Source: an optimization exercise on an open RTL-to-GDS flow (aim: small area). Production flows keep margins and buffers that such runs may drop.
The RTL was checked by simulation tests, not by an equivalence proof against the original design.
No activity file was given, so power comes from the tool's default toggle rates.

$ cat design/flow/design.v
`timescale 1ns/1ns
`default_nettype none
package max7219_pkg;
   localparam int C_MATRIX_NB     = 8;
   localparam int C_HALF_PERIOD   = 4;
   localparam int C_LOAD_DURATION = 4;
   localparam logic [7:0] C_REG_DIGIT0     = 8'h01;
   localparam logic [7:0] C_REG_DECODE     = 8'h09;
   localparam logic [7:0] C_REG_INTENSITY  = 8'h0A;
   localparam logic [7:0] C_REG_SCAN_LIMIT = 8'h0B;
   localparam logic [7:0] C_REG_SHUTDOWN   = 8'h0C;
   localparam logic [7:0] C_REG_TEST       = 8'h0F;
   typedef struct packed {
      logic [7:0] addr;
      logic [7:0] data;
   } max7219_word_t;
   typedef struct packed {
      max7219_word_t word;
      logic          last;
   } frame_word_t;
endpackage
`default_nettype wire
`timescale 1ns/1ns
`default_nettype none
package ctrl_pkg;
   localparam int C_RAM_ADDR_W = 8;
   typedef logic [C_RAM_ADDR_W-1:0] ram_addr_t;
   typedef struct packed {
      logic       display_test;
      logic [7:0] decode_mode;
      logic [7:0] intensity;
      logic [7:0] scan_limit;
      logic [7:0] shutdown;
   } cfg_t;
   typedef struct packed {
      logic                       me;
      logic                       we;
      ram_addr_t                  addr;
      logic [15:0]                wdata;
   } ram_req_t;
   typedef struct packed {
      ram_addr_t start_ptr;
      ram_addr_t last_ptr;
      logic      loop;
   } play_cmd_t;
endpackage
`default_nettype wire
`timescale 1ns/1ns
`default_nettype none
module max7219_serializer (
   input  wire        i_clk,
   input  wire        i_rst,
   input  wire        i_cfg_pend,
   input  wire        i_play_pend,
   input  wire        i_last_word,
   input  wire        i_fetch_ok,
   input  wire        i_bit,
   output logic       o_src_play,
   output logic [3:0] o_bit_idx,
   output logic       o_word_end,
   output logic       o_frame_end,
   output logic       o_max7219_clk,
   output logic       o_max7219_data,
   output logic       o_max7219_load
);
   typedef enum logic [1:0] {S_IDLE, S_SHIFT, S_LOAD} state_t;
   state_t     state_q;
   logic [2:0] word_q;
   logic [3:0] bit_q;
   logic [2:0] cyc_q;
   logic       data_q;
   logic       shift;
   logic       bit_end;
   logic       frm_last;
   assign shift    = (state_q == S_SHIFT);
   assign bit_end  = (bit_q == 4'd15) & (cyc_q == 3'd7);
   assign frm_last = (word_q == 3'd7) | i_last_word;
   always_ff @(posedge i_clk) begin
      if (i_rst) begin
         state_q <= S_IDLE;
      end else begin
         case (state_q)
            S_IDLE: begin
               if (i_cfg_pend | i_play_pend) begin
                  state_q <= S_SHIFT;
               end
            end
            S_SHIFT: begin
               if (bit_end & frm_last) begin
                  state_q <= S_LOAD;
               end
            end
            default: begin
               if (cyc_q[1:0] == 2'd3) begin
                  state_q <= S_IDLE;
               end
            end
         endcase
      end
   end
   always_ff @(posedge i_clk) begin
      if (state_q == S_IDLE) begin
         {word_q, bit_q, cyc_q} <= '0;
         o_src_play <= ~i_cfg_pend;
      end else begin
         {word_q, bit_q, cyc_q} <= {word_q, bit_q, cyc_q} + 10'd1;
      end
   end
   always_ff @(posedge i_clk) begin
      if (shift & ~cyc_q[2] & ~(cyc_q[1] & cyc_q[0]) & i_fetch_ok) begin
         data_q <= i_bit;
      end
   end
   assign o_bit_idx      = ~bit_q;
   assign o_frame_end    = (state_q == S_LOAD) & (cyc_q[1:0] == 2'd3);
   assign o_word_end     = (shift & bit_end & ~frm_last) | o_frame_end;
   assign o_max7219_clk  = shift & cyc_q[2];
   assign o_max7219_data = data_q;
   assign o_max7219_load = (state_q == S_LOAD);
endmodule
`default_nettype wire
`timescale 1ns/1ns
`default_nettype none
module static_ram (
   input  wire                          i_clk,
   input  wire ctrl_pkg::ram_req_t      i_ram,
   output max7219_pkg::max7219_word_t   o_rdata,
   input  wire ctrl_pkg::ram_addr_t     i_rd_addr,
   output logic [15:0]                  o_rd_word
);
   localparam int N = 2**ctrl_pkg::C_RAM_ADDR_W;
   logic [15:0]         mem [0:N-1];
   logic                wr;
   logic                pend_q;
   ctrl_pkg::ram_addr_t pend_addr_q;
   logic [15:0]         pend_data_q;
   logic                set_en;
   ctrl_pkg::ram_addr_t rd_addr;
   logic [15:0]         rd_mem;
   assign wr = i_ram.me & i_ram.we;
   always_ff @(posedge i_clk) begin
      pend_q      <= wr;
      pend_addr_q <= i_ram.addr;
      pend_data_q <= i_ram.wdata;
   end
   assign set_en = pend_q & ~(wr & (i_ram.addr == pend_addr_q));
   for (genvar k = 0; k < N; k++) begin : g_word
      logic clr;
      logic set;
      assign clr = wr & (i_ram.addr == ctrl_pkg::ram_addr_t'(k));
      assign set = set_en & (pend_addr_q == ctrl_pkg::ram_addr_t'(k));
      always_ff @(posedge i_clk) begin
         mem[k] <= (mem[k] & {16{~clr}}) | (pend_data_q & {16{set}});
      end
   end
   assign rd_addr = i_ram.me ? i_ram.addr : i_rd_addr;
   always_comb begin
      rd_mem = '0;
      for (int k = 0; k < N; k++) begin
         rd_mem |= mem[k] & {16{rd_addr == ctrl_pkg::ram_addr_t'(k)}};
      end
   end
   assign o_rd_word = rd_mem | (pend_data_q & {16{pend_q & (rd_addr == pend_addr_q)}});
   always_ff @(posedge i_clk) begin
      if (i_ram.me & ~i_ram.we) begin
         o_rdata <= o_rd_word;
      end
   end
endmodule
`default_nettype wire
`timescale 1ns/1ns
`default_nettype none
module config_sequencer (
   input  wire                      i_clk,
   input  wire                      i_rst,
   input  wire ctrl_pkg::cfg_t      i_cfg,
   input  wire                      i_cfg_req,
   input  wire                      i_done,
   output logic                     o_pend,
   output logic                     o_cfg_ack,
   output logic [15:0]              o_word
);
   logic [2:0] idx_q;
   always_ff @(posedge i_clk) begin
      if (i_rst | ~i_cfg_req) begin
         idx_q <= '0;
      end else if (i_done) begin
         idx_q <= idx_q + 3'd1;
      end
   end
   always_comb begin
      case (idx_q)
         3'd0:    o_word = {max7219_pkg::C_REG_TEST, {7'd0, i_cfg.display_test}};
         3'd1:    o_word = {max7219_pkg::C_REG_DECODE, i_cfg.decode_mode};
         3'd2:    o_word = {max7219_pkg::C_REG_INTENSITY, i_cfg.intensity};
         3'd3:    o_word = {max7219_pkg::C_REG_SCAN_LIMIT, i_cfg.scan_limit};
         default: o_word = {max7219_pkg::C_REG_SHUTDOWN, i_cfg.shutdown};
      endcase
   end
   assign o_cfg_ack = (idx_q == 3'd5);
   assign o_pend    = i_cfg_req & ~o_cfg_ack;
endmodule
`default_nettype wire
`timescale 1ns/1ns
`default_nettype none
module static_player (
   input  wire                        i_clk,
   input  wire                        i_rst,
   input  wire ctrl_pkg::play_cmd_t   i_play,
   input  wire                        i_play_en,
   input  wire                        i_word_end,
   input  wire                        i_frame_end,
   output logic                       o_busy,
   output ctrl_pkg::ram_addr_t        o_ptr,
   output logic                       o_at_last
);
   logic en_q;
   logic stop;
   assign o_at_last = (o_ptr == i_play.last_ptr);
   assign stop      = i_play.loop ? ~i_play_en : o_at_last;
   always_ff @(posedge i_clk) begin
      en_q <= i_play_en;
      if (i_rst) begin
         o_busy <= 1'b0;
      end else if (~o_busy) begin
         if (i_play_en & ~en_q) begin
            o_busy <= 1'b1;
         end
      end else if (i_frame_end & stop) begin
         o_busy <= 1'b0;
      end
   end
   always_ff @(posedge i_clk) begin
      if (~o_busy) begin
         o_ptr <= i_play.start_ptr;
      end else if (i_word_end) begin
         o_ptr <= o_at_last ? i_play.start_ptr : o_ptr + ctrl_pkg::ram_addr_t'(1);
      end
   end
endmodule
`default_nettype wire
`timescale 1ns/1ns
`default_nettype none
module max7219_display_controller (
   input  wire                        i_clk,
   input  wire                        i_rst,
   input  wire ctrl_pkg::cfg_t        i_cfg,
   input  wire                        i_cfg_req,
   output logic                       o_cfg_ack,
   input  wire ctrl_pkg::ram_req_t    i_ram,
   output max7219_pkg::max7219_word_t o_rdata,
   input  wire ctrl_pkg::play_cmd_t   i_play,
   input  wire                        i_play_en,
   output logic                       o_busy,
   output logic                       o_max7219_clk,
   output logic                       o_max7219_data,
   output logic                       o_max7219_load
);
   ctrl_pkg::ram_addr_t ptr_q;
   logic [15:0]         rd_word;
   logic [15:0]         cfg_word;
   logic [2:0]          cfg_idx_q;
   logic                src_play_q;
   logic [3:0]          bit_idx;
   logic                ser_bit;
   logic                fetch_ok;
   logic                word_end;
   logic                frame_end;
   logic                last_word;
   logic                at_last;
   logic                cfg_pend;
   logic                busy_q;
   static_ram static_ram_inst (
      .i_clk     (i_clk),
      .i_ram     (i_ram),
      .o_rdata   (o_rdata),
      .i_rd_addr (ptr_q),
      .o_rd_word (rd_word)
   );
   config_sequencer config_sequencer_inst (
      .i_clk     (i_clk),
      .i_rst     (i_rst),
      .i_cfg     (i_cfg),
      .i_cfg_req (i_cfg_req),
      .i_done    (frame_end & ~src_play_q),
      .o_pend    (cfg_pend),
      .o_cfg_ack (o_cfg_ack),
      .o_word    (cfg_word)
   );
   static_player static_player_inst (
      .i_clk      (i_clk),
      .i_rst      (i_rst),
      .i_play     (i_play),
      .i_play_en  (i_play_en),
      .i_word_end (word_end & src_play_q),
      .i_frame_end(frame_end & src_play_q),
      .o_busy     (busy_q),
      .o_ptr      (ptr_q),
      .o_at_last  (at_last)
   );
   assign last_word = src_play_q ? at_last : 1'b0;
   assign ser_bit   = src_play_q ? rd_word[bit_idx] : cfg_word[bit_idx];
   assign fetch_ok  = ~src_play_q | ~i_ram.me;
   max7219_serializer max7219_serializer_inst (
      .i_clk       (i_clk),
      .i_rst       (i_rst),
      .i_cfg_pend  (cfg_pend),
      .i_play_pend (busy_q),
      .i_last_word (last_word),
      .i_fetch_ok  (fetch_ok),
      .i_bit       (ser_bit),
      .o_src_play  (src_play_q),
      .o_bit_idx   (bit_idx),
      .o_word_end  (word_end),
      .o_frame_end (frame_end),
      .o_max7219_clk  (o_max7219_clk),
      .o_max7219_data (o_max7219_data),
      .o_max7219_load (o_max7219_load)
   );
   assign o_busy = busy_q;
endmodule
`default_nettype wire
`timescale 1ns/1ns
`default_nettype none
module max7219_top (
   input  wire        i_clk,
   input  wire        i_rst,
   input  wire [32:0] i_cfg,
   input  wire        i_cfg_req,
   output wire        o_cfg_ack,
   input  wire        i_ram_me,
   input  wire        i_ram_we,
   input  wire [7:0]  i_ram_addr,
   input  wire [15:0] i_ram_wdata,
   output wire [15:0] o_rdata,
   input  wire [7:0]  i_play_start,
   input  wire [7:0]  i_play_last,
   input  wire        i_play_loop,
   input  wire        i_play_en,
   output wire        o_busy,
   output wire        o_max7219_clk,
   output wire        o_max7219_data,
   output wire        o_max7219_load
);
   max7219_display_controller u_ctrl (
      .i_clk          (i_clk),
      .i_rst          (i_rst),
      .i_cfg          (i_cfg),
      .i_cfg_req      (i_cfg_req),
      .o_cfg_ack      (o_cfg_ack),
      .i_ram          ({i_ram_me, i_ram_we, i_ram_addr, i_ram_wdata}),
      .o_rdata        (o_rdata),
      .i_play         ({i_play_start, i_play_last, i_play_loop}),
      .i_play_en      (i_play_en),
      .o_busy         (o_busy),
      .o_max7219_clk  (o_max7219_clk),
      .o_max7219_data (o_max7219_data),
      .o_max7219_load (o_max7219_load)
   );
endmodule
`default_nettype wire
$ cat design/flow/run.sh
#!/bin/bash
# synth_recipe.tcl (not shown) runs the flow's synth.tcl, then flattens the netlist and writes it again
# the make line also repeats each setting of config.mk as NAME=value (left out here)
make -C /OpenROAD-flow-scripts/flow DESIGN_CONFIG=/design/flow/config.mk WORK_HOME=/design/flow/orfs CLKGATE_MAP_FILE= SYNTH_SCRIPT=/design/flow/synth_recipe.tcl finish
$ cat design/flow/config.mk
export PLATFORM = sky130hd
export DESIGN_NAME = max7219_top
export DESIGN_NICKNAME = max7219_top
export VERILOG_FILES = /design/flow/design.v
export SDC_FILE = /design/flow/constraint.sdc
export NUM_CORES = 4
export LEC_CHECK = 0
export CAP_MARGIN = 20
export CORE_MARGIN = 2
export CORE_UTILIZATION = 40
export SLEW_MARGIN = 20
$ cat design/flow/constraint.sdc
create_clock -name core_clock -period 10.0 [get_ports {i_clk}]
set_input_delay 2.0000 -clock core_clock [delete_from_list [all_inputs] [get_ports {i_clk}]]
set_output_delay 2.0000 -clock core_clock [all_outputs]
set_load 0.01 [all_outputs]
==> results.txt, run 1 <==
Status:
- The run stopped with a tool error.
- Progress stopped at global routing.
- The tool reported: "[ERROR GRT-0116] Global routing finished with congestion. Check the congestion regions in the DRC Viewer".

Synth:
- The portion of the post-synthesis area used by sequential elements is 0.538.
- The mean area per synthesized cell is approximately 11 µm².
- The number of distinct library cell variants in the gate-level netlist after synthesis is 80.
- The most frequently used flop master after synthesis is dfxtp_1.
- Counting flops with a built-in enable in the synthesized netlist gives 26.
- The count of yosys warnings during synthesis is 5.
- The synthesized instance count is ~14,000.
- The register bit total from synthesis is between 4,000 and 5,000.
- Counting flops with an async set or reset pin after synthesis yields a share of 0.
- The netlist area before placement is between 150,000 and 200,000 µm².

Clock network:
- The number of buffers added to fix hold violations after cts is 0.
- The number of buffers inserted during clock tree synthesis is 448.
- The total number of H-tree levels is 5.
- Once the clock tree was built, the resizer swapped 0 gates to a different size.
- The post-CTS setup buffer count is 0.
- The total number of clock tree sinks is around 4,200.
- The clock tree root buffer cell is clkbuf_16.
- The buffer depth of the longest clock path is 4.

Placed design:
- The half-perimeter wire length after detailed placement is about 1300 mm.
- The congestion estimate from routability-driven global placement came to between 1.5 and 2.
- The cell count after placement is between 15,000 and 20,000.
- Input and output buffers added on the ports amount to 100.

GRT:
- The global router's overall resource usage is 1.01.
- The global-route wire length before repair is about 2700 mm.
- The largest net degree at the start of global routing is 124.
- The total congestion overflow after global routing is approximately 23,000.
- The number of global-route vias before repair came to approximately 210k.

Die:
- The die boundary width is 627 µm.
- The number of primary I/O pins is 101.
- The placement row count is 228.
- From bottom edge to top edge, the die measures between 600 and 700 µm.
- The effective utilization at floorplan is 0.402.
-- through the flow --
step	hold slack (ns)	setup WS, ns	instance area, µm²	TNS (ns)	power, µW
3_5_place_dp	0.447	0.466	174000	0	20100
4_1_cts	0.464	1.53	190000	0	37400
2_1_floorplan	0.418	4.56	155000	0	18600
3_3_place_gp	0.449	-0.269	173000	-0.269	20100
-- worst max-delay path by stage --
stage	endpoint	cells past startpoint	slack, ns	start
2_1_floorplan	u_ctrl.max7219_serializer_inst.data_q$_DFFE_PP_	13	4.56	i_ram_addr[0]
3_3_place_gp	u_ctrl.max7219_serializer_inst.data_q$_DFFE_PP_	13	-0.27	i_ram_addr[4]
3_5_place_dp	u_ctrl.max7219_serializer_inst.data_q$_DFFE_PP_	13	0.47	i_ram_addr[1]
4_1_cts	u_ctrl.max7219_serializer_inst.data_q$_DFFE_PP_	13	1.53	i_ram_addr[1]
-- power groups by stage --
stage	clock [µW]	combinational, µW	sequential, µW
floorplan	0	927	17600
detailed placement	0	2160	17900
CTS	17700	2170	17600
global placement	0	2150	17900
-- synth_stat cells, types with 14 or more instances --
library cell | n | area, µm²
nand4_1 | 278 | 1740
and4_1 | 42 | 368
buf_2 | 78 | 390
a222oi_1 | 48 | 480
dfxtp_1 | 4138 | 82800
a32o_1 | 22 | 220
a221oi_1 | 144 | 1260
nor3_1 | 156 | 781
nand3b_1 | 14 | 105
a22o_1 | 4291 | 37600
nand2_1 | 546 | 2050
edfxtp_1 | 26 | 781
o22ai_2 | 30 | 375
nor4_1 | 80 | 500
buf_4 | 20 | 150
nand3_1 | 416 | 2080
and3_1 | 393 | 2460
o21ai_0 | 27 | 135
xor2_1 | 25 | 219
clkbuf_1 | 1371 | 5150
a221o_1 | 17 | 170
a2111oi_0 | 113 | 990
a22oi_1 | 1180 | 8860
nor2_1 | 536 | 2010
a21oi_1 | 32 | 160
o22ai_1 | 27 | 169
a32oi_1 | 105 | 920
or4_1 | 54 | 405
-- kinds of logic after synthesis --
| group | count (synthesis) | share of synthesized area |
|---|---|---|
| buffers and inverters | 1502 | 0.0378 |
| muxes | 12 | 0.000781 |
| xor gates and xnor gates | 38 | 0.00214 |
| AOI/OAI and AO/OA | 6096 | 0.334 |
| DFF | 4164 | 0.538 |
| and+or+nand+nor | 2630 | 0.0864 |
| adders and majority gates | 8 | 0.000644 |
-- routing by layer --
layer / overflow / GRT usage
met2: 11100 / 1.09
met4: 4167 / 0.997
met3: 3666 / 0.977
met5: 422 / 0.911
met1: 4122 / 0.991
==> run 2, diff against run 1 <==
--- a/design/flow/config.mk
+++ b/design/flow/config.mk
@@ -8,4 +8,4 @@
 export CAP_MARGIN = 20
 export CORE_MARGIN = 2
-export CORE_UTILIZATION = 40
+export CORE_UTILIZATION = 30
 export SLEW_MARGIN = 20
==> run 2 against run 1 <==
The run again fails in global routing. Synthesized cell count unchanged. Area after synthesis did not move.
==> results.txt, run 2 <==
Status:
- The run stopped with a tool error.
- The stage where the flow stopped is global routing.
- The tool reported: "[ERROR GRT-0116] Global routing finished with congestion. Check the congestion regions in the DRC Viewer".

Placed design:
- The last weighted congestion value of the routability-driven placer is between 1.5 and 2.
- The half-perimeter wire length after detailed placement is roughly 1800 mm.
- During placement, the flow inserted port buffers numbering 100.

Synth:
- The largest total area in the synthesized netlist belongs to dfxtp_1.
- The mapped netlist covers about 160,000 µm².
- The cell count after synthesis came out at roughly 14,000.
- The number of different library cells used by synthesis comes to 80.
- The portion of the post-synthesis area used by sequential elements is 0.538.
- The top cell type's share of synthesized area is 0.533.
- After synthesis, the mean cell area works out to between 10 and 15 µm².
- By count the netlist is led by 4,291 x a22o_1, 4,138 x dfxtp_1, 1,371 x clkbuf_1.
- In the synthesized netlist the dominant register cell turns out to be dfxtp_1.
- Of all flip-flops after synthesis, the portion carrying an async set or reset was 0.
- In this run, synthesis inferred 26 flip-flops with an integrated enable.
- The most numerous cell in the Yosys netlist is a22o_1.
- The count of yosys warnings during synthesis is 5.
- In the post-synthesis netlist, the biggest area contributors are dfxtp_1 53%, a22o_1 24%, a22oi_1 5.7%, clkbuf_1 3.3%, and3_1 1.6%.
- The synthesized design contains about 4,200 register bits.

GRT:
- For this run the aggregate overflow at the end of global routing stands at between 50,000 and 60,000.
- For this run, the total global-route usage over all layers was measured as 1.04.
- The first global-routing pass estimated 3670 mm of wire.
- The number of global-route vias before repair was ~270k.
- The largest net degree at the start of global routing is 100.

Clock network:
- The tree built by TritonCTS fans out to between 4,000 and 5,000 sinks.
- The number of buffers inserted during clock tree synthesis is around 450.
- The root buffer cell chosen for the clock tree is clkbuf_16.
- The total number of H-tree levels is 5.
- No sink is reached through more buffers than the 4 on the longest clock path.

Die:
- The die is between 700 and 800 µm tall.
- The initial utilization of the core area, before any placement, comes to 0.301.
- The placement row count is 264.
- In this run the count of I/O pins placed on the die edge is 101.
- The die boundary width is a little over 700 µm.
-- run 2: repair_timing --
item                                    in CTS
endpoints found under the setup margin       1
setup buffers                                8
gates cloned                                 0
pin swaps                                    7
hold buffers                                 0
resized for setup                           22
-- run 2: stage by stage --
step | instance area, µm² | instances | setup TNS (ns) | setup WS, ns | total power (µW)
CTS | 203000 | 23600 | 0 | 0.000795 | 39200
detailed placement | 187000 | 22700 | -2.74 | -2.15 | 20800
global placement | 185000 | 22700 | -19.08 | -5.00 | 21100
floorplan | 155000 | 14500 | 0 | 4.56 | 18600
-- run 2: metal layers --
layer  overflow  GRT usage
met1      10900      0.991
met2      29300       1.21
met3       6781      0.953
met4       8458       1.00
met5        853      0.880
-- run 2: logic make-up after synthesis --
logic type / share of synthesized area
AO/OA/AOI/OAI: 0.334
XOR/XNOR: 0.00214
adder cells (fa/ha/maj): 0.000644
buffers and inverters: 0.0378
flip-flops: 0.538
multiplexers: 0.000781
AND/OR/NAND/NOR: 0.0864
-- run 2: power by group through the flow --
stage	Clock [µW]	Combinational, µW	Sequential, µW
after floorplan	0	927	17600
after global placement	0	2810	18200
after detailed placement	0	2660	18200
after CTS	18700	2670	17800
-- run 2: how the worst min path moves through the flow --
stage / from / depth (start not counted) / end / slack (ns)
2_1_floorplan: u_ctrl.max7219_serializer_inst.cyc_q[0]$_SDFF_PP0_ / 1 / u_ctrl.max7219_serializer_inst.cyc_q[0]$_SDFF_PP0_ / 0.42
3_3_place_gp: u_ctrl.static_ram_inst.mem[44][2]$_DFF_P_ / 1 / u_ctrl.static_ram_inst.mem[44][2]$_DFF_P_ / 0.46
3_5_place_dp: u_ctrl.static_ram_inst.mem[110][3]$_DFF_P_ / 1 / u_ctrl.static_ram_inst.mem[110][3]$_DFF_P_ / 0.46
4_1_cts: u_ctrl.static_ram_inst.mem[127][5]$_DFF_P_ / 1 / u_ctrl.static_ram_inst.mem[127][5]$_DFF_P_ / 0.48
==> run 3, diff against run 2 <==
--- a/design/flow/design.v
+++ b/design/flow/design.v
@@ -155,10 +155,5 @@
    end
    assign rd_addr = i_ram.me ? i_ram.addr : i_rd_addr;
-   always_comb begin
-      rd_mem = '0;
-      for (int k = 0; k < N; k++) begin
-         rd_mem |= mem[k] & {16{rd_addr == ctrl_pkg::ram_addr_t'(k)}};
-      end
-   end
+   assign rd_mem = mem[rd_addr];
    assign o_rd_word = rd_mem | (pend_data_q & {16{pend_q & (rd_addr == pend_addr_q)}});
    always_ff @(posedge i_clk) begin
--- a/design/flow/config.mk
+++ b/design/flow/config.mk
@@ -8,4 +8,4 @@
 export CAP_MARGIN = 20
 export CORE_MARGIN = 2
-export CORE_UTILIZATION = 30
+export CORE_UTILIZATION = 40
 export SLEW_MARGIN = 20
==> run 3 against run 2 <==
The run again fails in global routing. Area after synthesis fell by 0.43%. Synthesized cell count fell by 0.73%.
==> results.txt, run 3 <==
Clock network:
- The number of buffers added to fix hold violations after cts is 0.
- The clock passes through at most 4 buffers.
- The number of cells upsized or downsized after cts is 0.
- Clock tree synthesis found a total of ~4,200 sinks.
- The number of buffers inserted during clock tree synthesis is roughly 450.
- The clock tree root buffer cell is clkbuf_16.
- The total number of H-tree levels is 5.
- The post-CTS setup buffer count is 0.

Synth:
- In this run, distinct cell masters in the synthesized netlist total 81.
- In the synthesized netlist the async set-or-reset flop fraction comes to 0.
- The mean area per synthesized cell is 10.8 µm².
- By area the synthesized netlist is led by dfxtp_1 54%, a22o_1 24%, a22oi_1 7.1%, clkbuf_1 3.2%, nor2_1 1.4%.
- The synthesized netlist occupies a cell area of between 150,000 and 200,000 µm².
- The post-synthesis cell type with the largest combined area is dfxtp_1.
- The most frequently used flop master after synthesis is dfxtp_1.
- The most common cell in the synthesized netlist is a22o_1.
- The share of the Yosys chip area taken by registers is 0.540.
- The top cell type's share of synthesized area is 0.535.
- The number of flops mapped to enable cells by yosys is 26.
- The register bit total from synthesis is 4,164.
- Synthesis handed over a netlist of 14,300 instances.
- Yosys printed 5 warnings.
- By count the netlist is led by 4,266 x a22o_1, 4,138 x dfxtp_1, 1,461 x a22oi_1.

Die:
- The y dimension of the die is 626 µm.
- The die is approximately 630 µm wide.
- For this design the top-level I/O count stands at approximately 100.
- After floorplanning, the core was divided into about 230 placement rows.
- The effective utilization at floorplan is 0.402.

GRT:
- The largest net degree at the start of global routing is between 100 and 150.
- For this run, the total global-route usage over all layers was measured as 1.02.
- The number of global-route vias before repair is just over 200k.
- The first global-routing pass estimated between 2000 and 3000 mm of wire.
- For this run the aggregate overflow at the end of global routing stands at roughly 24,000.

Placed design:
- Input and output buffers added on the ports amount to 100.
- The cell area after placement is 174,000 µm².
- The half-perimeter wire length after detailed placement is approximately 1300 mm.
- At the end of routability-driven placement, the weighted congestion stood at 1.55.
- At the placement stage, the worst setup path has a slack of between 0.5 and 0.6 ns.

Status:
- The run stopped with a tool error.
- The first error in the log reads "[ERROR GRT-0116] Global routing finished with congestion. Check the congestion regions in the DRC Viewer".
- The flow halted during global routing.
run 3: power by group through the flow:
stage	clock network (µW)	registers, µW	logic [µW]
floorplan	0	17600	940
global placement	0	18000	2080
detailed placement	0	18000	2100
CTS	17700	17600	2100
run 3: worst min path at each step:
stage | from | end | slack (ns) | cells after the start
4_1_cts | u_ctrl.max7219_serializer_inst.cyc_q[0]$_SDFF_PP0_ | u_ctrl.max7219_serializer_inst.cyc_q[0]$_SDFF_PP0_ | 0.46 | 1
3_5_place_dp | u_ctrl.static_ram_inst.mem[112][12]$_DFF_P_ | u_ctrl.static_ram_inst.mem[112][12]$_DFF_P_ | 0.45 | 1
3_3_place_gp | u_ctrl.max7219_serializer_inst.cyc_q[0]$_SDFF_PP0_ | u_ctrl.max7219_serializer_inst.cyc_q[0]$_SDFF_PP0_ | 0.43 | 1
2_1_floorplan | u_ctrl.max7219_serializer_inst.cyc_q[0]$_SDFF_PP0_ | u_ctrl.max7219_serializer_inst.cyc_q[0]$_SDFF_PP0_ | 0.43 | 1
run 3: kinds of logic after synthesis:
kind of cell,count (synthesis),share of synthesized area
mux,14,0.000938
simple gates,2355,0.0749
flops,4164,0.540
buf+inv,1455,0.0365
compound gates,6311,0.345
xor+xnor,37,0.00209
fa+ha+maj,8,0.000647
run 3: through the flow:
step | setup TNS (ns) | instances
floorplan | 0 | 14300
global placement | -5.88 | 19700
detailed placement | 0 | 19800
CTS | 0 | 20600
run 3: routing by layer:
layer,GRT overflow,global-route usage
met5,330,0.900
met4,4419,0.997
met3,3309,0.974
met2,11900,1.10
met1,4163,0.992
==> run 4, diff against run 3 <==
--- a/design/flow/design.v
+++ b/design/flow/design.v
@@ -122,4 +122,50 @@
 `timescale 1ns/1ns
 `default_nettype none
+module ram_word (
+   input  wire        i_clk,
+   input  wire        i_clr_h,
+   input  wire        i_clr_l,
+   input  wire        i_set_h,
+   input  wire        i_set_l,
+   input  wire [15:0] i_data,
+   output logic [15:0] o_q
+);
+   logic keep;
+   logic set;
+   assign keep = ~(i_clr_h & i_clr_l);
+   assign set  = i_set_h & i_set_l;
+   always_ff @(posedge i_clk) begin
+      o_q <= (o_q & {16{keep}}) | (i_data & {16{set}});
+   end
+endmodule
+module ram_group (
+   input  wire        i_clk,
+   input  wire        i_clr_h,
+   input  wire [15:0] i_clr_l,
+   input  wire        i_set_h,
+   input  wire [15:0] i_set_l,
+   input  wire [15:0] i_data,
+   input  wire [15:0] i_rd_sel,
+   output logic [15:0] o_rd
+);
+   logic [15:0] q [0:15];
+   for (genvar j = 0; j < 16; j++) begin : g_word
+      ram_word u_word (
+         .i_clk   (i_clk),
+         .i_clr_h (i_clr_h),
+         .i_clr_l (i_clr_l[j]),
+         .i_set_h (i_set_h),
+         .i_set_l (i_set_l[j]),
+         .i_data  (i_data),
+         .o_q     (q[j])
+      );
+   end
+   always_comb begin
+      o_rd = '0;
+      for (int j = 0; j < 16; j++) begin
+         o_rd |= q[j] & {16{i_rd_sel[j]}};
+      end
+   end
+endmodule
 module static_ram (
    input  wire                          i_clk,
@@ -129,6 +175,4 @@
    output logic [15:0]                  o_rd_word
 );
-   localparam int N = 2**ctrl_pkg::C_RAM_ADDR_W;
-   logic [15:0]         mem [0:N-1];
    logic                wr;
    logic                pend_q;
@@ -137,4 +181,7 @@
    logic                set_en;
    ctrl_pkg::ram_addr_t rd_addr;
+   logic [15:0]         clr_h, clr_l, set_h, set_l, rd_h, rd_l;
+   logic [15:0]         grp_rd [0:15];
+   logic [15:0]         rd_sel [0:15];
    logic [15:0]         rd_mem;
    assign wr = i_ram.me & i_ram.we;
@@ -145,15 +192,38 @@
    end
    assign set_en = pend_q & ~(wr & (i_ram.addr == pend_addr_q));
-   for (genvar k = 0; k < N; k++) begin : g_word
-      logic clr;
-      logic set;
-      assign clr = wr & (i_ram.addr == ctrl_pkg::ram_addr_t'(k));
-      assign set = set_en & (pend_addr_q == ctrl_pkg::ram_addr_t'(k));
-      always_ff @(posedge i_clk) begin
-         mem[k] <= (mem[k] & {16{~clr}}) | (pend_data_q & {16{set}});
+   assign rd_addr = i_ram.me ? i_ram.addr : i_rd_addr;
+   always_comb begin
+      for (int i = 0; i < 16; i++) begin
+         clr_h[i] = wr & (i_ram.addr[7:4] == 4'(i));
+         clr_l[i] = (i_ram.addr[3:0] == 4'(i));
+         set_h[i] = set_en & (pend_addr_q[7:4] == 4'(i));
+         set_l[i] = (pend_addr_q[3:0] == 4'(i));
+         rd_h[i]  = (rd_addr[7:4] == 4'(i));
+         rd_l[i]  = (rd_addr[3:0] == 4'(i));
+      end
+      for (int i = 0; i < 16; i++) begin
+         for (int j = 0; j < 16; j++) begin
+            rd_sel[i][j] = rd_h[i] & rd_l[j];
+         end
+      end
+   end
+   for (genvar i = 0; i < 16; i++) begin : g_group
+      ram_group u_group (
+         .i_clk   (i_clk),
+         .i_clr_h (clr_h[i]),
+         .i_clr_l (clr_l),
+         .i_set_h (set_h[i]),
+         .i_set_l (set_l),
+         .i_data  (pend_data_q),
+         .i_rd_sel(rd_sel[i]),
+         .o_rd    (grp_rd[i])
+      );
+   end
+   always_comb begin
+      rd_mem = '0;
+      for (int i = 0; i < 16; i++) begin
+         rd_mem |= grp_rd[i];
       end
    end
-   assign rd_addr = i_ram.me ? i_ram.addr : i_rd_addr;
-   assign rd_mem = mem[rd_addr];
    assign o_rd_word = rd_mem | (pend_data_q & {16{pend_q & (rd_addr == pend_addr_q)}});
    always_ff @(posedge i_clk) begin
--- a/design/flow/config.mk
+++ b/design/flow/config.mk
@@ -10,2 +10,3 @@
 export CORE_UTILIZATION = 40
 export SLEW_MARGIN = 20
+export SYNTH_HIERARCHICAL = 1
==> run 4 against run 3 <==
Now clean on timing, DRC and antenna. Synthesized cell count is 8.2% lower. Area after synthesis is 2.0% higher.
==> results.txt, run 4 <==
Status:
- The run finished with no timing, DRC or antenna violations.

Clock network:
- The buffer depth of the longest clock path is 4.
- After clock tree synthesis, the setup repair step added 0 buffers.
- The clock insertion delay at the later pin of the skew report is roughly 1 ns.
- The total number of clock tree sinks is between 4,000 and 5,000.
- Clock-pin slew was measured on the worst setup and hold paths at roughly 0.060 ns.
- Buffers inserted during clock tree synthesis total between 400 and 500.
- The total number of H-tree levels is 5.
- CTS placed an instance of clkbuf_16 at the clock tree root.
- In this run, post-CTS hold repair placed 0 buffers.
- Post-CTS repair changed the size of 0 cells.
- The clock tree from TritonCTS is yes.

Route:
- The total number of vias is 125,000.
- The initial detailed-routing violation count is 17,900.
- After detailed routing, the number of vias per cell comes to between 6 and 7.
- The remaining antenna violation count after routing is 0.
- The first TritonRoute pass finished after 8 iterations.
- In the final routed layout, each cell accounts on average for 33.4 µm.
- The total wire length is approximately 600 mm.
- The DRC violation count after routing is 0.

GRT:
- The initial antenna violation count is slightly below 60.
- The number of global-route vias before repair is approximately 110k.
- Across every metal layer, demand over resource in global routing totals 0.292.
- The largest net degree at the start of global routing is 128.
- After global routing the overflow that remains totals 0.
- The global-route wire length before repair is around 870 mm.

Synth:
- The commonest cells after synthesis are 5,130 x a22o_1, 4,138 x dfxtp_1, 1,008 x a221oi_1.
- The post-synthesis cell type with the largest combined area is dfxtp_1.
- Synthesis inferred around 4,200 register bits.
- Yosys mapped a number of flops with a built-in enable equal to 26.
- The top cell type's share of synthesized area is 0.525.
- The share of the Yosys chip area taken by registers is 0.530.
- Yosys attributes the largest share of cell area to dfxtp_1 52%, a22o_1 28%, a221oi_1 5.6%, buf_6 5.3%, and2_4 1.4%.
- The most frequently used flop master after synthesis is dfxtp_1.
- Counting flops with an async set or reset pin after synthesis yields a share of 0.
- After synthesis, the mean cell area works out to around 12 µm².
- In the post-synthesis netlist, the cell with the most instances is a22o_1.
- The number of distinct library cell variants in the gate-level netlist after synthesis is 65.
- During synthesis, Yosys emitted a total of 16 warnings.
- Synthesis produced between 10,000 and 15,000 cells.
- The mapped netlist covers ~160,000 µm².

STA:
- The worst slew margin relative to its limit is 0.128.
- After layout, the minimum clock period comes to around 8 ns.
- In the final timing run, aggregate negative setup slack is 0 ns.
- The post-route clock skew is roughly 0.052 ns.
- The setup violation total in the final timing report is 0.
- The transition time at the pin with the least slew margin is roughly 1.3 ns.
- The highest clock rate is 0.127 GHz.
- The hold violation count in the final report is 0.
- The final max-slew violation count is 0.
- Setup repair after global routing left no endpoint under its margin.
- The post-route clock period utilization is 0.787.
- Hold timing on the final database bottoms out at a slack of around 0.46 ns.

Final layout:
- The register with the most flip-flops in the layout has a little over 4,000 of them.
- Once layout is complete, the utilization of the core stands at 0.440.
- Ranked by flip-flop count, first place goes to u_ctrl.static_ram_inst.g_group.u_group.g_word.u_word.o_q.
- The most common cell after layout, fill and taps aside is a22o_1.
- In the final layout, the share of cells above drive strength 1 is 0.122.
- Leaving out fill and tap cells, the most frequent cells in the layout are 5,130 x a22o_1, 4,122 x dfxtp_1, 1,008 x a221oi_1, 433 x clkbuf_16, 418 x buf_4.
- The post-synthesis to final-layout area growth is 9.50%.
- The net count of the finished layout is between 10,000 and 15,000.
- The post-layout instance area is 173,000 µm².
- The largest registers in the layout are u_ctrl.static_ram_inst.g_group.u_group.g_word.u_word.o_q: 4096 flops, u_ctrl.static_ram_inst.o_rdata: 16 flops, u_ctrl.static_ram_inst.pend_data_q: 16 flops.

Power:
- Of the total power, combinational logic draws 0.040.
- The analysis attributes to cell leakage a power of ~0.065 µW.
- Internal power comes to between 20,000 and 30,000 µW.
- Of the total power, the clock network draws 0.467.
- Power spread over the standard cell area amounts to roughly 200 nW/µm².
- The largest vdd supply drop is 0.153 mV.
- The sequential share of power is 0.493.
- In this run the power spent charging and discharging nets is approximately 8000 µW.
- The net switching fraction of the power is 0.233.

Setup path:
- The critical path goes through clkdlybuf4s50_1 -> nand2b_1 -> o22ai_2 -> nand2_2 -> nor2_1 -> buf_4 -> a22o_1 -> a221oi_1 -> nand4_1 -> nor4_1 -> and4_1 -> o31ai_1 -> mux2i_1 -> a22oi_1 -> nand4b_1 -> a21oi_1 -> a311o_1.
- In this run the worst path has a maximum fanout of 12.
- The endpoint kind of the worst setup timing path is a register.
- The nature of the critical path startpoint is a primary input.
- The required arrival time at the worst endpoint is 10.76 ns.
- The highest-delay cell along the critical path is nor4_1.
- The type of the worst setup path is primary input to register.
- The data arrival time of the worst path is approximately 8.6 ns.
- In this design, the stage delay of the slowest critical-path cell is slightly above 1 ns.

Die:
- The initial utilization of the core area, before any placement, comes to 0.402.
- ~100 I/O pins were placed.
- After floorplanning, the core was divided into 230 placement rows.
- The die covers roughly 400,000 µm².
- The die boundary width is 632 µm.
- The core area is around 390,000 µm².
- Measured along the y axis, the die boundary spans roughly 630 µm.

Run:
- Across the run, the number of max-cap violations was 0.

Placed design:
- Once placement finished, the instance area stood at about 160,000 µm².
- The HPWL after detailed placement is about 390 mm.
- Port buffering added 100 buffers.
- At the end of routability-driven placement, the weighted congestion stood at about 0.96.

Min path:
- The type of the tightest min-delay check is register to register.
[run 4: cell count changes after synthesis, sizes merged, moves of 280 or more]
cell,before,now
a22oi,1461,4
clkbuf,1335,158
buf,107,1186
a221oi,143,1024
a22o,4266,5131
nand3,323,11
nor2,589,309
[run 4: stage by stage]
stage	cells	total power, µW	setup WS (ns)
floorplan	13200	18400	4.41
global placement	17600	19100	1.15
detailed placement	17600	19200	1.53
CTS	18400	35400	2.59
global route	18400	36200	2.35
finish	18400	35400	2.13
[run 4: routing by layer]
layer,GRT usage,share of wire,vias to the layer above
met1,0.400,0.41,63200
met4,0.176,0.065,34
met3,0.0751,0.11,1485
met2,0.411,0.41,8176
li1,-,-,52500
met5,0,0.00036,-
[run 4: layout make-up]
cell class,count,area [µm²]
fillers,36000,220000
flip-flops and latches,4164,83700
multi-input cells,7631,63500
clock buffers,627,12700
well taps,5220,6530
repair buffers,530,4370
clock inverters,157,1810
diodes,82,205
inverters,33,124
[run 4: worst paths after layout]
kind                                                              to  cells after the start                                                from  slack [ns]
setup / recovery     u_ctrl.max7219_serializer_inst.data_q$_DFFE_PP_                     17                                       i_ram_addr[3]        2.13
hold / removal    u_ctrl.max7219_serializer_inst.cyc_q[0]$_SDFF_PN0_                      1  u_ctrl.max7219_serializer_inst.cyc_q[0]$_SDFF_PN0_        0.46
setup reg to reg     u_ctrl.max7219_serializer_inst.data_q$_DFFE_PP_                     17        u_ctrl.static_player_inst.o_ptr[2]$_DFFE_PP_        3.42
hold reg to reg   u_ctrl.max7219_serializer_inst.cyc_q[0]$_SDFF_PN0_                      1  u_ctrl.max7219_serializer_inst.cyc_q[0]$_SDFF_PN0_        0.46
[run 4: critical path, delay by kind of cell]
kind,cells,cell delay [ns]
and+or+nand+nor,7,3.66
AOI/OAI and AO/OA,7,1.62
buffers and inverters,2,1.07
muxes,1,0.22
[run 4: Yosys stat by module (local to each module, per instance), a selection]
module                      cells  cell area, µm²  copies in the design  flops+latches
ram_group                     176            1480                    16              0
max7219_serializer             70             633                     1             14
static_player                  54             618                     1             10
config_sequencer               57             495                     1              3
ram_word                       37             500                   256             16
static_ram                    654            4090                     1             41
max7219_display_controller     46             362                     1              0
[run 4: cell families after synthesis]
family	count (synthesis)	synth area share
AOI/OAI and AO/OA	6225	0.346
DFF	4164	0.530
buffers and inverters	1377	0.0727
and+or+nand+nor	1326	0.0470
muxes	35	0.00227
xor gates and xnor gates	32	0.00177
adders and majority gates	8	0.000634
other	2	0.0000476
[run 4: power by group through the flow]
stage | combinational, µW | sequential [µW] | clock, µW
global route | 1440 | 17500 | 17300
finish | 1420 | 17500 | 16600
floorplan | 611 | 17800 | 0
global placement | 1340 | 17800 | 0
detailed placement | 1360 | 17800 | 0
CTS | 1370 | 17400 | 16600
==> run 5, diff against run 4 <==
--- a/design/flow/design.v
+++ b/design/flow/design.v
@@ -139,4 +139,13 @@
    end
 endmodule
+module ram_rd3 (
+   input  wire [15:0] i_q0,
+   input  wire [15:0] i_q1,
+   input  wire [15:0] i_q2,
+   input  wire [2:0]  i_sel,
+   output logic [15:0] o_n
+);
+   assign o_n = ~((i_q0 & {16{i_sel[0]}}) | (i_q1 & {16{i_sel[1]}}) | (i_q2 & {16{i_sel[2]}}));
+endmodule
 module ram_group (
    input  wire        i_clk,
@@ -161,8 +170,19 @@
       );
    end
+   logic [15:0] part_n [0:5];
+   for (genvar p = 0; p < 5; p++) begin : g_part
+      ram_rd3 u_rd3 (
+         .i_q0  (q[3*p]),
+         .i_q1  (q[3*p+1]),
+         .i_q2  (q[3*p+2]),
+         .i_sel (i_rd_sel[3*p+2:3*p]),
+         .o_n   (part_n[p])
+      );
+   end
+   assign part_n[5] = ~(q[15] & {16{i_rd_sel[15]}});
    always_comb begin
       o_rd = '0;
-      for (int j = 0; j < 16; j++) begin
-         o_rd |= q[j] & {16{i_rd_sel[j]}};
+      for (int p = 0; p < 6; p++) begin
+         o_rd |= ~part_n[p];
       end
    end
--- a/design/flow/config.mk
+++ b/design/flow/config.mk
@@ -9,4 +9,6 @@
 export CORE_MARGIN = 2
 export CORE_UTILIZATION = 40
+export CTS_CLUSTER_DIAMETER = 100
+export CTS_CLUSTER_SIZE = 25
 export SLEW_MARGIN = 20
 export SYNTH_HIERARCHICAL = 1
==> run 5 against run 4 <==
Highest routed layer unchanged. Setup slack improved by 0.11 ns. Clock skew is 0.011 ns higher. Routed wire length is 4.8% lower. Combinational power decreased by 4%. First-iteration DRC count up 31%. Critical endpoint unchanged. Critical path type unchanged. Hold slack gained 0.011 ns. Synthesized cell count decreased by 3.8%. Count of clock-buffer cells in the layout down 421. Die area fell by 2.3%.
==> results.txt, run 5 <==
Status:
- The run finished with no timing, DRC or antenna violations.

GRT:
- The first global-routing pass estimated about 830 mm of wire.
- Across every metal layer, demand over resource in global routing totals 0.284.
- The number of global-route vias before repair is around 110k.
- Entering global routing, the biggest net connects between 100 and 150 pins.
- For this run the aggregate overflow at the end of global routing stands at 0.
- The initial antenna violation count is 50.

Final layout:
- In the final layout, the share of cells above drive strength 1 is 0.0961.
- The finished cells cover around 160,000 µm².
- The final net count is approximately 12,000.
- The area growth from synthesis to layout is 4.37%.
- The largest registers in the layout are u_ctrl.static_ram_inst.g_group.u_group.g_word.u_word.o_q: 4096 flops, u_ctrl.static_ram_inst.o_rdata: 16 flops, u_ctrl.static_ram_inst.pend_data_q: 16 flops.
- The top cell types in the final layout, fill and taps aside, are 4,122 x dfxtp_1, 4,106 x a22o_1, 1,281 x a222oi_1, 472 x nand2_1, 396 x buf_4.
- The flip-flop count of the largest register after layout is 4,096.
- The library cell used most frequently in the layout, excluding fill and tap cells, is dfxtp_1.
- Ranked by flip-flop count, first place goes to u_ctrl.static_ram_inst.g_group.u_group.g_word.u_word.o_q.

Route:
- In the routed layout, each cell is associated on average with a via count of between 6 and 7.
- The DRC violation count after routing is 0.
- The pre-antenna-repair detailed-routing pass consisted of 11 iterations.
- Across all layers, the routed design uses 121,000 vias.
- The total wire length is slightly below 600 mm.
- The detail route stage leaves a number of antenna-violating nets equal to 0.
- The average detailed-routed wire length per instance is 33.7 µm.
- For this block, the initial DRC count from the detailed router was ~24,000.

Clock network:
- The number of buffers inserted during clock tree synthesis is between 150 and 200.
- The clock tree from TritonCTS is yes.
- The clock insertion delay at the later pin of the skew report is between 1 and 1.5 ns.
- The clock tree root buffer cell is clkbuf_16.
- The number of buffers added to fix hold violations after cts is 0.
- The total number of H-tree levels is 4.
- The post-CTS setup buffer count is 0.
- The total number of clock tree sinks is 4,164.
- The number of cells upsized or downsized after cts is 0.
- The CTS clock-pin slew for the worst setup and hold paths is around 0.11 ns.
- In this run the deepest clock path goes through 4 buffers.

Setup path:
- Counting cells, the worst reg-to-reg path comes to 15.
- The type of the worst setup path is primary input to register.
- At the worst endpoint, the required time is 10.78 ns.
- STA classifies the critical path endpoint as a register.
- The peak fanout along the critical path is 16.
- The startpoint identified for the worst register-to-register timing path is u_ctrl.static_player_inst.o_ptr[0]$_DFFE_PP_.
- The worst register-to-register path ends at u_ctrl.max7219_serializer_inst.data_q$_DFFE_PP_.
- The nature of the critical path startpoint is a primary input.
- The data arrival time of the worst path is around 8.5 ns.
- The minimum setup slack among reg-to-reg paths is roughly 3.5 ns.

Power:
- The analysis attributes to net switching a power of about 7000 µW.
- Summed over all cells, the static leakage comes to roughly 0.058 µW.
- Power comes to roughly 28,000 µW.
- Of the total power, registers draw 0.623.
- The net switching fraction of the power is 0.243.
- Of the total power, combinational logic draws 0.049.
- In this run the power density over the cells is 174 nW/µm².
- The largest vdd supply drop is roughly 0.13 mV.
- The internal power contribution is ~21,000 µW.
- The share of total power in the clock network is 0.328.

STA:
- The transition time at the pin with the least slew margin is ~1.2 ns.
- Clock skew on the completed layout was measured at about 0.063 ns.
- Measured against its own limit, the worst slew margin works out to 0.175.
- The hold violation count in the final report is 0.
- The final max-slew violation count is 0.
- The time the worst path needs with I/O delays and setup is slightly below 8 ns.
- Setup violations remaining at the end of the flow were counted as 0.
- Setup repair after global routing left no endpoint under its margin.
- Setup slack closes at between 2 and 2.5 ns.
- The highest clock rate is approximately 0.13 GHz.
- Adding up every negative setup slack in the final design gives 0 ns.
- The post-route clock period utilization is 0.776.

Placed design:
- Port buffering added 100 buffers.
- The last weighted congestion value of the routability-driven placer is 0.949.
- At the placement stage, the worst setup path has a slack of 1.24 ns.
- Summed over all nets, the half-perimeter wirelength after detailed placement is approximately 360 mm.
- The cell area after placement is 155,000 µm².

Synth:
- The netlist area before placement is 154,000 µm².
- In this run the mean area of a mapped cell was ~12 µm².
- The async set-reset flop share out of synthesis is 0.
- The number of distinct library cell variants in the gate-level netlist after synthesis is 64.
- Among all cell types in the netlist, the one instantiated most often is dfxtp_1.
- The top cell type's share of synthesized area is 0.537.
- The post-synthesis cell type with the largest combined area is dfxtp_1.
- The count of yosys warnings during synthesis is 18.
- By area the synthesized netlist is led by dfxtp_1 54%, a22o_1 23%, a222oi_1 8.3%, buf_6 5.1%, and2_4 1.5%.
- The register bit total from synthesis is about 4,200.
- The number of flops mapped to enable cells by yosys is 26.
- The most frequently used flop master after synthesis is dfxtp_1.
- The share of the Yosys chip area taken by registers is 0.542.
- The commonest cells after synthesis are 4,138 x dfxtp_1, 4,106 x a22o_1, 1,281 x a222oi_1.
- Counting every instance in the synthesized netlist gives around 13,000.

Run:
- The max-capacitance violation count is 0.

Min path:
- The hold-critical path depth is 1.
- For hold timing, the worst endpoint is u_ctrl.max7219_serializer_inst.cyc_q[0]$_SDFF_PN0_.
- The min-delay analysis places its worst path in the category register to register.
- The startpoint of the lowest-slack hold path is u_ctrl.max7219_serializer_inst.cyc_q[0]$_SDFF_PN0_.

Die:
- The floorplan step set the die height to between 600 and 700 µm.
- The floorplan has around 230 rows.
- The total area inside the core boundary comes to 383,000 µm².
- The die covers between 300,000 and 400,000 µm².
- roughly 100 I/O pins were placed.
- In this run the horizontal extent of the chip is roughly 620 µm.
- The initial utilization of the core area, before any placement, comes to 0.402.
[run 5: cell count changes after synthesis, sizes merged]
cell,delta
a222oi,+1280
a221oi,-1024
a22o,-1024
and3,+256
nand2,+256
clkbuf,-128
buf,-112
[run 5: stage by stage]
stage	cells	hold WS, ns	util
final	17400	0.476	0.420
after floorplan	12700	0.430	-
after detailed placement	17100	0.454	0.406
after global placement	17100	0.450	0.405
after global routing	17400	0.490	0.420
after CTS	17300	0.483	0.420
[run 5: how the worst max path moves through the flow]
stage	startpoint	endpoint	slack [ns]	cells past startpoint
finish	i_ram_me	u_ctrl.max7219_serializer_inst.data_q$_DFFE_PP_	2.24	16
global route	i_ram_me	u_ctrl.max7219_serializer_inst.data_q$_DFFE_PP_	2.23	16
CTS	i_ram_me	u_ctrl.max7219_serializer_inst.data_q$_DFFE_PP_	2.27	16
detailed placement	i_ram_me	u_ctrl.max7219_serializer_inst.data_q$_DFFE_PP_	1.24	16
global placement	i_ram_me	u_ctrl.max7219_serializer_inst.data_q$_DFFE_PP_	0.66	17
floorplan	u_ctrl.static_ram_inst.pend_data_q[5]$_DFF_P_	u_ctrl.max7219_serializer_inst.data_q$_DFFE_PP_	4.41	7
[run 5: Yosys stat by module (local to each module, per instance), a selection]
module,cells inside,cell area (µm²)
ram_word,37,500
max7219_display_controller,46,362
static_ram,654,4090
ram_group,50,304
ram_rd3,19,188
config_sequencer,57,495
static_player,54,618
[run 5: cells by family (layout without fill, tap and decap cells)]
logic type | after synthesis | in the layout | share of synthesized area
xor+xnor | 32 | 32 | 0.00182
simple gates | 1838 | 1838 | 0.0660
buf+inv | 1137 | 761 | 0.0663
mux | 35 | 35 | 0.00233
flops | 4164 | 4164 | 0.542
compound gates | 5457 | 5457 | 0.321
fa+ha+maj | 8 | 8 | 0.000649
other cells | 2 | 48 | 0.0000487
[run 5: final cells by class]
class                      instances  area (µm²)
fill                           35500      222000
sequential                      4164       83700
multi-input combinational       7375       61300
tap                             5038        6300
clock buffer                     206        5000
timing repair buffer             507        4180
clock inverter                    15         275
inverter                          33         124
antenna                           43         108
[run 5: critical path: stages]
cell and delay (ns):
clkdlybuf4s50_1 0.95, inv_2 0.55, o22ai_2 0.26, nand2_4 0.89, nor2_2 0.40, a222oi_1 0.70, and3_1 0.31, nand4_1 0.37
nor4_4 0.79, and4_1 0.42, o31ai_1 0.15, mux2i_1 0.19, a22oi_1 0.10, nand3_1 0.08, nand2_1 0.06, a311o_1 0.27
[run 5: power groups by stage]
stage / registers, µW / clock network (µW) / logic, µW
CTS: 17400 / 9270 / 1330
global placement: 17800 / 0 / 1290
floorplan: 17800 / 0 / 606
finish: 17500 / 9200 / 1370
detailed placement: 17800 / 0 / 1330
global route: 17500 / 9830 / 1410
[run 5: routing by layer]
metal | global-route usage | up-vias | wire [µm]
met5 | 0.00370 | - | 321
met4 | 0.152 | 28 | 34500
met3 | 0.0722 | 1179 | 68600
met2 | 0.391 | 8316 | 239000
met1 | 0.401 | 60400 | 243000
li1 | - | 51100 | -
==> run 6, diff against run 5 <==
--- a/design/flow/design.v
+++ b/design/flow/design.v
@@ -122,4 +122,15 @@
 `timescale 1ns/1ns
 `default_nettype none
+module ram_wsel (
+   input  wire  i_clr_h,
+   input  wire  i_clr_l,
+   input  wire  i_set_h,
+   input  wire  i_set_l,
+   output logic o_keep,
+   output logic o_set
+);
+   assign o_keep = ~(i_clr_h & i_clr_l);
+   assign o_set  = i_set_h & i_set_l;
+endmodule
 module ram_word (
    input  wire        i_clk,
@@ -133,10 +144,23 @@
    logic keep;
    logic set;
-   assign keep = ~(i_clr_h & i_clr_l);
-   assign set  = i_set_h & i_set_l;
+   ram_wsel u_wsel (
+      .i_clr_h (i_clr_h),
+      .i_clr_l (i_clr_l),
+      .i_set_h (i_set_h),
+      .i_set_l (i_set_l),
+      .o_keep  (keep),
+      .o_set   (set)
+   );
    always_ff @(posedge i_clk) begin
       o_q <= (o_q & {16{keep}}) | (i_data & {16{set}});
    end
 endmodule
+module ram_rsel (
+   input  wire  i_h,
+   input  wire  i_l,
+   output logic o_sel
+);
+   assign o_sel = i_h & i_l;
+endmodule
 module ram_rd3 (
    input  wire [15:0] i_q0,
@@ -155,8 +179,17 @@
    input  wire [15:0] i_set_l,
    input  wire [15:0] i_data,
-   input  wire [15:0] i_rd_sel,
+   input  wire        i_rd_h,
+   input  wire [15:0] i_rd_l,
    output logic [15:0] o_rd
 );
    logic [15:0] q [0:15];
+   logic [15:0] rd_sel;
+   for (genvar j = 0; j < 16; j++) begin : g_rsel
+      ram_rsel u_rsel (
+         .i_h (i_rd_h),
+         .i_l (i_rd_l[j]),
+         .o_sel (rd_sel[j])
+      );
+   end
    for (genvar j = 0; j < 16; j++) begin : g_word
       ram_word u_word (
@@ -176,9 +209,9 @@
          .i_q1  (q[3*p+1]),
          .i_q2  (q[3*p+2]),
-         .i_sel (i_rd_sel[3*p+2:3*p]),
+         .i_sel (rd_sel[3*p+2:3*p]),
          .o_n   (part_n[p])
       );
    end
-   assign part_n[5] = ~(q[15] & {16{i_rd_sel[15]}});
+   assign part_n[5] = ~(q[15] & {16{rd_sel[15]}});
    always_comb begin
       o_rd = '0;
@@ -203,5 +236,4 @@
    logic [15:0]         clr_h, clr_l, set_h, set_l, rd_h, rd_l;
    logic [15:0]         grp_rd [0:15];
-   logic [15:0]         rd_sel [0:15];
    logic [15:0]         rd_mem;
    assign wr = i_ram.me & i_ram.we;
@@ -222,9 +254,4 @@
          rd_l[i]  = (rd_addr[3:0] == 4'(i));
       end
-      for (int i = 0; i < 16; i++) begin
-         for (int j = 0; j < 16; j++) begin
-            rd_sel[i][j] = rd_h[i] & rd_l[j];
-         end
-      end
    end
    for (genvar i = 0; i < 16; i++) begin : g_group
@@ -236,5 +263,6 @@
          .i_set_l (set_l),
          .i_data  (pend_data_q),
-         .i_rd_sel(rd_sel[i]),
+         .i_rd_h  (rd_h[i]),
+         .i_rd_l  (rd_l),
          .o_rd    (grp_rd[i])
       );
==> run 6 against run 5 <==
The layout now fails its checks (antenna rules). Area after synthesis grew 2.7%. Register-to-register slack lost 0.13 ns. Count of clock-buffer cells in the layout grew 2. Critical path type unchanged. Critical endpoint unchanged.
==> results.txt, run 6 <==
Synth:
- The number of distinct library cell variants in the gate-level netlist after synthesis is between 60 and 70.
- The number of flops mapped to enable cells by yosys is 26.
- The most numerous cell in the Yosys netlist is dfxtp_1.
- For this run, the register share of the synthesized area comes to 0.528.
- The most frequently used flop master after synthesis is dfxtp_1.
- A synthesized cell averages roughly 12 µm².
- Synthesis inferred around 4,200 register bits.
- Synthesis produced between 10,000 and 15,000 cells.
- The post-synthesis cell type with the largest combined area is dfxtp_1.
- For this run, asynchronously set or reset flops after synthesis account for 0.
- In the post-synthesis netlist, the biggest area contributors are dfxtp_1 52%, a22o_1 23%, buf_6 8.6%, a222oi_1 8.1%, and2_1 2.0%.
- The netlist area before placement is between 150,000 and 200,000 µm².
- By count the netlist is led by 4,138 x dfxtp_1, 4,103 x a22o_1, 1,281 x a222oi_1.
- The top cell type's share of synthesized area is 0.523.
- During synthesis, Yosys emitted a total of 16 warnings.

Clock network:
- Clock latency on the worst-skew pair, taken at its later pin, is roughly 0.96 ns.
- TritonCTS built the clock tree.
- Clock-pin slew was measured on the worst setup and hold paths at roughly 0.1 ns.
- The total number of clock tree sinks is approximately 4,200.
- The number of buffers added to fix hold violations after cts is 0.
- After clock tree synthesis, the setup repair step added 0 buffers.
- CTS built an H-tree with a depth of 4.
- The clock tree root buffer cell is clkbuf_16.
- The buffer depth of the longest clock path is 4.
- Gates resized during post-CTS repair numbered 0.
- The number of buffers inserted during clock tree synthesis is roughly 190.

Final layout:
- The register with the most flip-flops in the layout has approximately 4,000 of them.
- Leaving out fill and tap cells, the most frequent cell in the layout is dfxtp_1.
- Compared with the post-synthesis result, the final layout area differs by 0.737%.
- The top cell types in the final layout, fill and taps aside, are 4,122 x dfxtp_1, 4,103 x a22o_1, 1,281 x a222oi_1, 516 x and2_1, 461 x nand2_1.
- Fill cells in the final layout number 37,400.
- More flip-flops sit in one register than any other, and that register is u_ctrl.static_ram_inst.g_group.u_group.g_word.u_word.o_q.
- The final net count is around 12,000.
- The largest registers in the layout are u_ctrl.static_ram_inst.g_group.u_group.g_word.u_word.o_q: 4096 flops, u_ctrl.static_ram_inst.o_rdata: 16 flops, u_ctrl.static_ram_inst.pend_data_q: 16 flops.
- The fraction of layout instances using a drive strength above 1 is 0.0543.

GRT:
- The initial antenna violation count came to between 90 and 100.
- For this run, the total global-route usage over all layers was measured as 0.276.
- The first global-routing pass estimated 827 mm of wire.
- The largest net degree at the start of global routing is between 100 and 150.
- The number of global-route vias before repair is between 100k and 150k.
- The total congestion overflow after global routing is 0.

Placed design:
- The number of buffers inserted by port buffering is 100.
- Routability-driven placement finished with a final weighted congestion of 0.940.
- Detailed placement finished with a half-perimeter wire length of roughly 370 mm.

STA:
- The final setup TNS is 0 ns.
- The post-route clock period utilization is 0.830.
- For the pin with the worst max-slew slack, the measured transition is between 1 and 1.5 ns.
- The worst slew margin relative to its limit is 0.0958.
- Setup repair after global routing left no endpoint under its margin.
- Subtracting the final worst setup slack from the clock period gives ~8.3 ns.
- The hold violation count in the final report was 0.
- Setup violations remaining at the end of the flow were counted as 0.
- The final max-slew violation count was 0.
- Static timing analysis puts the maximum clock frequency at 0.120 GHz.
- Hold timing on the final database bottoms out at a slack of between 0.4 and 0.5 ns.
- The post-route clock skew is just over 0.06 ns.

Min path:
- The type of the tightest min-delay check is register to register.
- Along the worst hold path, the cell count comes to 1.

Die:
- The die covers around 400,000 µm².
- The y dimension of the die is about 630 µm.
- just over 100 I/O pins were placed.
- The die boundary width is roughly 630 µm.
- The total area inside the core boundary comes to between 300,000 and 400,000 µm².
- The initial utilization of the core area, before any placement, comes to 0.401.
- The placement row count is between 200 and 250.

Setup path:
- For this design, the slowest cell found on the critical path is nor4_2.
- The signal on the critical path passes through clkdlybuf4s50_1 -> clkinv_1 -> a2bb2oi_1 -> nor2_4 -> buf_4 -> and2_1 -> a222oi_1 -> and3_1 -> nand4_1 -> nor4_2 -> and4_1 -> o31ai_1 -> mux2i_1 -> a22oi_1 -> nand3_1 -> nand2_1 -> a311o_1.
- The worst setup path is launched from a primary input.
- The peak fanout along the critical path is 24.
- For this run, the slowest stage of the critical path takes ~0.93 ns.
- The data arrival time of the worst path is between 9 and 10 ns.
- The endpoint kind of the worst setup timing path is a register.
- The required arrival time at the worst endpoint is 10.71 ns.
- The worst-case reg-to-reg path depth is 15.
- The critical path is of the primary input to register type.

Power:
- Total power for the finished layout comes to 28,000 µW.
- The largest vdd supply drop is about 0.15 mV.
- For this design the ratio of total power to cell area is around 180 nW/µm².
- The static leakage power is roughly 0.057 µW.

Route:
- The number of optimization iterations in the first detailed-route pass is 14.
- In this run, the number of DRC markers left after iteration 0 of detailed routing was approximately 23,000.
- In this run the remaining antenna-violating nets after routing total 1.
- The routed design has 588 mm of wire.
- In the final routed layout, each cell accounts on average for 33.5 µm.
- For this run, design rule violations remaining after detail routing come to 0.
- In the routed layout, each cell is associated on average with a via count of just under 7.
- Detailed routing inserted a total of roughly 120k vias.

Status:
- In this run the layout check failures are antenna rules.
- The run finished, with violations left.

Run:
- Across the run, the number of max-cap violations was 0.
run 6: cell types whose count changed in the layout (fill, tap and decap cells not counted), sizes merged, moves of 4 or more:
cell | previous run | this run
and2 | 263 | 518
nand2b | 24 | 17
o311ai | 0 | 4
nor2 | 309 | 101
o22ai | 9 | 2
diode | 43 | 187
nand2 | 570 | 541
nor3 | 27 | 18
nor4 | 72 | 67
buf | 407 | 213
run 6: report_power, final:
group	total [µW]	internal, µW	switching (µW)
clock network	9120	3610	5510
registers	17400	17100	358
logic	1440	530	905
run 6: per-module statistics from Yosys, one instance, submodules excluded, a selection:
module                      area [µm²]  flip-flops and latches
max7219_serializer                 656                      14
ram_rd3                            188                       0
max7219_display_controller         362                       0
ram_wsel                          10.0                       0
static_ram                        2850                      41
ram_group                          304                       0
ram_word                           505                      16
static_player                      618                      10
ram_rsel                          6.26                       0
run 6: layer usage:
layer / GRT usage / vias up / wire length [µm]
met5: 0 / - / 201
met4: 0.147 / 32 / 30900
met3: 0.0573 / 1209 / 64200
met2: 0.403 / 7842 / 251000
met1: 0.382 / 61100 / 241000
li1: - / 50900 / -
run 6: worst paths after layout:
check        slack, ns                                               start                                                 end
min               0.46  u_ctrl.max7219_serializer_inst.cyc_q[0]$_SDFF_PN0_  u_ctrl.max7219_serializer_inst.cyc_q[0]$_SDFF_PN0_
min reg2reg       0.46  u_ctrl.max7219_serializer_inst.cyc_q[0]$_SDFF_PN0_  u_ctrl.max7219_serializer_inst.cyc_q[0]$_SDFF_PN0_
max               1.70                                            i_ram_me     u_ctrl.max7219_serializer_inst.data_q$_DFFE_PP_
max reg2reg       3.41        u_ctrl.static_player_inst.o_ptr[1]$_DFFE_PP_     u_ctrl.max7219_serializer_inst.data_q$_DFFE_PP_
run 6: per-stage QoR:
stage                      util  area, µm²  cells  worst slack, ns
after floorplan               -     158000  12900             4.14
after global placement    0.389     154000  17100            0.980
after detailed placement  0.389     154000  17100             1.07
after CTS                 0.403     159000  17400             2.11
after global routing      0.403     159000  17400             1.89
final                     0.404     160000  17500             1.70
run 6: critical path: cells and delay by family:
family	cells	cell delay, ns
and+or+nand+nor	8	2.91
AOI/OAI and AO/OA	5	2.04
buffers and inverters	3	1.76
muxes	1	0.17
run 6: final cells by class:
cell class / count / area (µm²) / area share
clock inverters: 18 / 259 / 0.00162
well taps: 5242 / 6560 / 0.0411
flip-flops and latches: 4164 / 83700 / 0.524
diodes: 187 / 468 / 0.00293
multi-input cells: 7373 / 60800 / 0.381
repair buffers: 314 / 2720 / 0.0170
clock buffers: 208 / 4960 / 0.0311
inverters: 33 / 124 / 0.000776
run 6: kinds of logic (layout without fill, tap and decap cells):
kind of cell	Yosys count	in the layout	synth area share
xor+xnor	32	32	0.00177
mux	37	37	0.00247
simple gates	1840	1840	0.0641
compound gates	5451	5451	0.311
flops	4164	4164	0.528
buf+inv	1354	573	0.0917
other cells	2	192	0.0000474
fa+ha+maj	8	8	0.000632

## static timing again, ports no longer ideal
Ports are ideal in the flow. The routed layouts listed here were re-timed in OpenROAD.
Step 1 assumes that a clkbuf_16 drives the clock port and a buf_2 every other input.
Step 2 moves the port delays by t, midway between the first and last clock arrival at a register: inputs arrive t later, outputs are due t later. That takes back most of the time a late clock gives input paths.
a / b / c = ideal ports / drivers / drivers and shift; a / b = the first two.
| run | shift t [ns] | slack for setup (ns) | worst setup path at the end |
|---|---|---|---|
| run 4 | 1.111 | 2.132 / 2.035 / 0.924 | input to register |
| run 5 | 1.092 | 2.238 / 2.290 / 1.197 | input to register |
| run 6 | 1.039 | 1.696 / 1.777 / 0.737 | input to register |
For run 4, which loses most, drivers alone change the setup slack by -0.097 ns; drivers and shift together by -1.208 ns.
